This is an optimization exercise on Yosys and OpenROAD, whose aim is small area, a short achievable clock period and few clock cycles per item, not a production implementation.
Function was checked by simulation only, so behaviour that the tests miss may differ from the original.
Power and IR drop assume default switching activity.

==> flow/design.v <==
package lsfws_pkg;
    localparam int WINDOW_SIZE = 5;
    localparam int MID_INDEX   = WINDOW_SIZE / 2;
    localparam int FILL_W      = $clog2(WINDOW_SIZE + 1);
    localparam int POS_W       = 32;
    localparam int SCORE_W     = 17;
    localparam int QUEUE_DEPTH = 2;
    localparam int QPTR_W      = (QUEUE_DEPTH > 1) ? $clog2(QUEUE_DEPTH) : 1;
    localparam int QCNT_W      = $clog2(QUEUE_DEPTH + 1);
    localparam int PADDR_W     = 3;
    localparam int PDATA_W     = 32;
    localparam logic [SCORE_W-1:0] THRESHOLD_RESET = 17'd64881;
    localparam logic FUNC_INSERT = 1'b0;
    localparam logic FUNC_FLUSH  = 1'b1;
    localparam logic [PADDR_W-3:0] REG_SCORE_THRESHOLD = '0;
    typedef logic [POS_W-1:0]   pos_t;
    typedef logic [SCORE_W-1:0] score_t;
    typedef struct packed {
        logic   func;
        pos_t   position;
        score_t score;
    } item_t;
    typedef struct packed {
        pos_t kept_position;
        logic last;
    } result_t;
    typedef struct packed {
        pos_t [WINDOW_SIZE-1:0] positions;
        logic [WINDOW_SIZE-1:0] mask;
    } job_t;
endpackage
module low_score_flank_window_selector
(
    input  logic               clk,
    input  logic               rst_n,
    input  logic               psel,
    input  logic               penable,
    input  logic               pwrite,
    input  logic [lsfws_pkg::PADDR_W-1:0] paddr,
    input  logic [lsfws_pkg::PDATA_W-1:0] pwdata,
    output logic [lsfws_pkg::PDATA_W-1:0] prdata,
    output logic               pready,
    input  logic               item_valid,
    output logic               item_stall,
    input  lsfws_pkg::item_t              item,
    output logic               result_valid,
    input  logic               result_stall,
    output lsfws_pkg::result_t            result
);
    localparam int SLOTS   = lsfws_pkg::WINDOW_SIZE;
    localparam int SCORE_W = lsfws_pkg::SCORE_W;
    localparam int POS_W   = lsfws_pkg::POS_W;
    localparam int PDATA_W = lsfws_pkg::PDATA_W;
    lsfws_pkg::score_t           threshold_reg;
    logic [SLOTS-1:0][POS_W-1:0] pos_reg;
    logic [SLOTS-1:0]            pend_reg;
    logic [SLOTS-1:0]            last_reg;
    logic [2:0]                  unkept_reg;      
    lsfws_pkg::score_t           s1_reg;          
    lsfws_pkg::score_t           s2_reg;          
    lsfws_pkg::score_t           m_reg;           
    logic [2:0]                  fill_reg;
    logic                        stall_reg;
    logic                        out_valid_reg;
    lsfws_pkg::result_t          out_reg;
    function automatic logic lt(input logic [SCORE_W-1:0] a, input logic [SCORE_W-1:0] b);
        logic [31:0] l;
        logic [31:0] e;
        l = '0;
        e = '1;
        for (int i = 0; i < SCORE_W; i++)
        begin
            l[i] = ~a[i] & b[i];
            e[i] = ~(a[i] ^ b[i]);
        end
        for (int w = 1; w < 32; w = w * 2)
            for (int i = 0; i + w < 32; i = i + 2 * w)
            begin
                l[i] = l[i+w] | (e[i+w] & l[i]);
                e[i] = e[i+w] & e[i];
            end
        lt = l[0];
    endfunction
    assign pready = 1'b1;
    always_ff @(posedge clk or negedge rst_n)
    begin
        if (!rst_n)
            threshold_reg <= lsfws_pkg::THRESHOLD_RESET;
        else if (psel && penable && pwrite && !paddr[2])
            threshold_reg <= pwdata[SCORE_W-1:0];
    end
    assign prdata = paddr[2] ? '0 : PDATA_W'(threshold_reg);
    logic             accept;
    logic             insert;
    logic             flush;
    logic             full;
    logic             b1;
    logic             b2;
    logic             bm;
    logic             low;
    logic [2:0]       unkept_sh;   
    logic [SLOTS-1:0] newp;        
    assign item_stall = stall_reg && result_stall;
    assign accept     = item_valid && !item_stall;
    assign insert     = accept && !item.func;
    assign flush      = accept && item.func;
    assign full       = (fill_reg == 3'd5);
    assign b1 = lt(s1_reg, threshold_reg);
    assign b2 = lt(s2_reg, threshold_reg);
    assign bm = lt(m_reg, threshold_reg);
    always_comb
    begin
        if (item.func)
        begin
            unkept_sh = unkept_reg;
            if (full)
                low = b1 | b2;                           
            else
                low = (b1 && fill_reg >= 3'd1)
                    | (b2 && fill_reg >= 3'd2)
                    | (bm && fill_reg >= 3'd3);          
        end
        else
        begin
            unkept_sh = (unkept_reg == 3'd5) ? 3'd5 : unkept_reg + 3'd1;
            if (full)
                low = b2;                                
            else if (fill_reg == 3'd4)
                low = bm | b2;                           
            else
                low = 1'b0;
        end
        for (int i = 0; i < SLOTS; i++)
            newp[i] = low && (3'(i) < unkept_sh);
    end
    logic [SLOTS-1:0] pick;        
    logic             load_out;
    logic [POS_W-1:0] pick_pos;
    logic             pick_last;
    always_comb
    begin
        pick = '0;
        for (int i = 0; i < SLOTS; i++)
            if (pend_reg[i])
            begin
                pick    = '0;
                pick[i] = 1'b1;
            end
        pick_pos  = '0;
        pick_last = 1'b0;
        for (int i = 0; i < SLOTS; i++)
        begin
            pick_pos  = pick_pos | (pick[i] ? pos_reg[i] : '0);
            pick_last = pick_last | (pick[i] & last_reg[i]);
        end
    end
    assign load_out = (|pend_reg) && (!out_valid_reg || !result_stall);
    logic [SLOTS-1:0] pend_left;
    logic [SLOTS-1:0] pend_next;
    logic             out_valid_next;
    assign pend_left = load_out ? (pend_reg & ~pick) : pend_reg;
    always_comb
    begin
        if (insert)
            pend_next = {pend_left[SLOTS-2:0], 1'b0} | newp;
        else if (flush)
            pend_next = pend_left | newp;
        else
            pend_next = pend_left;
        out_valid_next = load_out || (out_valid_reg && result_stall);
    end
    always_ff @(posedge clk or negedge rst_n)
    begin
        if (!rst_n)
        begin
            pend_reg      <= '0;
            unkept_reg    <= '0;
            fill_reg      <= '0;
            stall_reg     <= 1'b0;
            out_valid_reg <= 1'b0;
        end
        else
        begin
            pend_reg <= pend_next;
            if (flush || (insert && low))
                unkept_reg <= '0;
            else if (insert)
                unkept_reg <= unkept_sh;
            if (insert && !full)
                fill_reg <= fill_reg + 3'd1;
            else if (flush)
                fill_reg <= '0;
            stall_reg     <= pend_next[SLOTS-1] && out_valid_next;
            out_valid_reg <= out_valid_next;
        end
    end
    always_ff @(posedge clk)
    begin
        if (insert)
        begin
            pos_reg  <= {pos_reg[SLOTS-2:0], item.position};
            last_reg <= {last_reg[SLOTS-2:0], low};
            s1_reg   <= item.score;
            s2_reg   <= s1_reg;
            if (fill_reg == 3'd2 || lt(s2_reg, m_reg))
                m_reg <= s2_reg;
        end
        else if (flush)
            last_reg[0] <= last_reg[0] | newp[0];
        if (load_out)
            out_reg <= {pick_pos, pick_last};
    end
    assign result_valid = out_valid_reg;
    assign result       = out_reg;
endmodule
Settings: LEC_CHECK=0, CAP_MARGIN=20, CORE_MARGIN=2, CORE_UTILIZATION=40, CTS_BUF_LIST=sky130_fd_sc_hd__clkbuf_8, CTS_CLUSTER_DIAMETER=40, CTS_CLUSTER_SIZE=16, SETUP_SLACK_MARGIN=2.8, SLEW_MARGIN=20; clock period 5.5 ns.
standard.sh (not shown) runs the stock make flow with config.mk's settings and CLKGATE_MAP_FILE= SYNTH_SCRIPT=/design/flow/synth_recipe.tcl, a recipe that flattens the netlist after the stock synthesis.
==> flow/flow/run.sh <==
#!/bin/bash
# The standard layout, with plain buf_2 cells as the port buffers (the
# standard flow picks a delay cell for them). Every tool's output goes to
# flow.log here and ORFS's own logs under orfs/logs.
set -euo pipefail
bash standard.sh "BUFFER_PORTS_ARGS=-buffer_cell sky130_fd_sc_hd__buf_2" finish > flow.log 2>&1
The first run produced a clean layout.
Testbench counts at the start, summed over its fixed seeds: cycles 14,112, items 12,000.
Then changed:
CTS_BUF_LIST = sky130_fd_sc_hd__clkbuf_4   (was sky130_fd_sc_hd__clkbuf_8)
CTS_CLUSTER_DIAMETER = default   (was 40)
Effect: Die area stays the same; total power came out lower slightly; flip-flop and latch count stays the same; setup slack improves by 0.011 ns; clock-buffer cell count grows by 73; core utilization climbs by 0.24 points.
Then changed:
CORE_UTILIZATION = 60   (was 40)
CTS_BUF_LIST = sky130_fd_sc_hd__clkbuf_8   (was sky130_fd_sc_hd__clkbuf_4)
CTS_CLUSTER_DIAMETER = 60   (was default)
SETUP_SLACK_MARGIN = 3.0   (was 2.8)
Sequential power barely changes.
Register-to-register slack gets better by 0.08 ns.
Fmax increases by a few percent.
Final cell count decreases by about a fifth.
Synthesized area does not change.
Worst setup slack gets better by 0.11 ns.
Core utilization increases by 23 points.
Clock power decreases by well over a third.
Total power decreases by roughly a tenth.
Sequential share of layout area increases by 0.92 points.
Then changed:
CORE_UTILIZATION = 40   (was 60)
CTS_CLUSTER_SIZE = 20   (was 16)
SETUP_SLACK_MARGIN = 2.8   (was 3.0)
After rerunning: Total power came out higher by 0.82%. Via count came out lower by 6.1%. Design area came out lower by 2.0%. First-iteration DRC count came out lower by 12%. Worst hold slack barely changes. Critical path depth stays the same. Non-clock buffer count came out lower by 18.

afterwards: timing with drivers on the ports:
In the flow no input, the clock included, has a driving cell. The finished layouts below were timed again as built, in two steps. Step 1: set_driving_cell puts a clkbuf_16 on clk and a buf_2 on each other input, an assumption about the parent block. Step 2 moves the port delays by t, midway between the first and last clock arrival at a register: inputs arrive t later, outputs are due t later. That takes back most of the time a late clock gives input paths. Three values: ideal ports, drivers, drivers and shift; two values: the first two.
| run | t (ns) | setup slack, ns | pins driven straight from the clock port |
|---|---|---|---|
| the first run | 0.585 | 2.820 / 2.799 / 2.334 | 1 |
| the second run | 0.680 | 2.832 / 2.806 / 2.229 | 1 |
| the third run | 0.581 | 2.938 / 2.678 / 2.565 | 1 |
| the fourth run | 0.592 | 2.835 / 2.814 / 2.345 | 1 |
After both steps setup and hold are still met in every run listed. The setup slack of the second run, which loses most, moves by -0.026 ns with the drivers and by -0.603 ns with both steps.
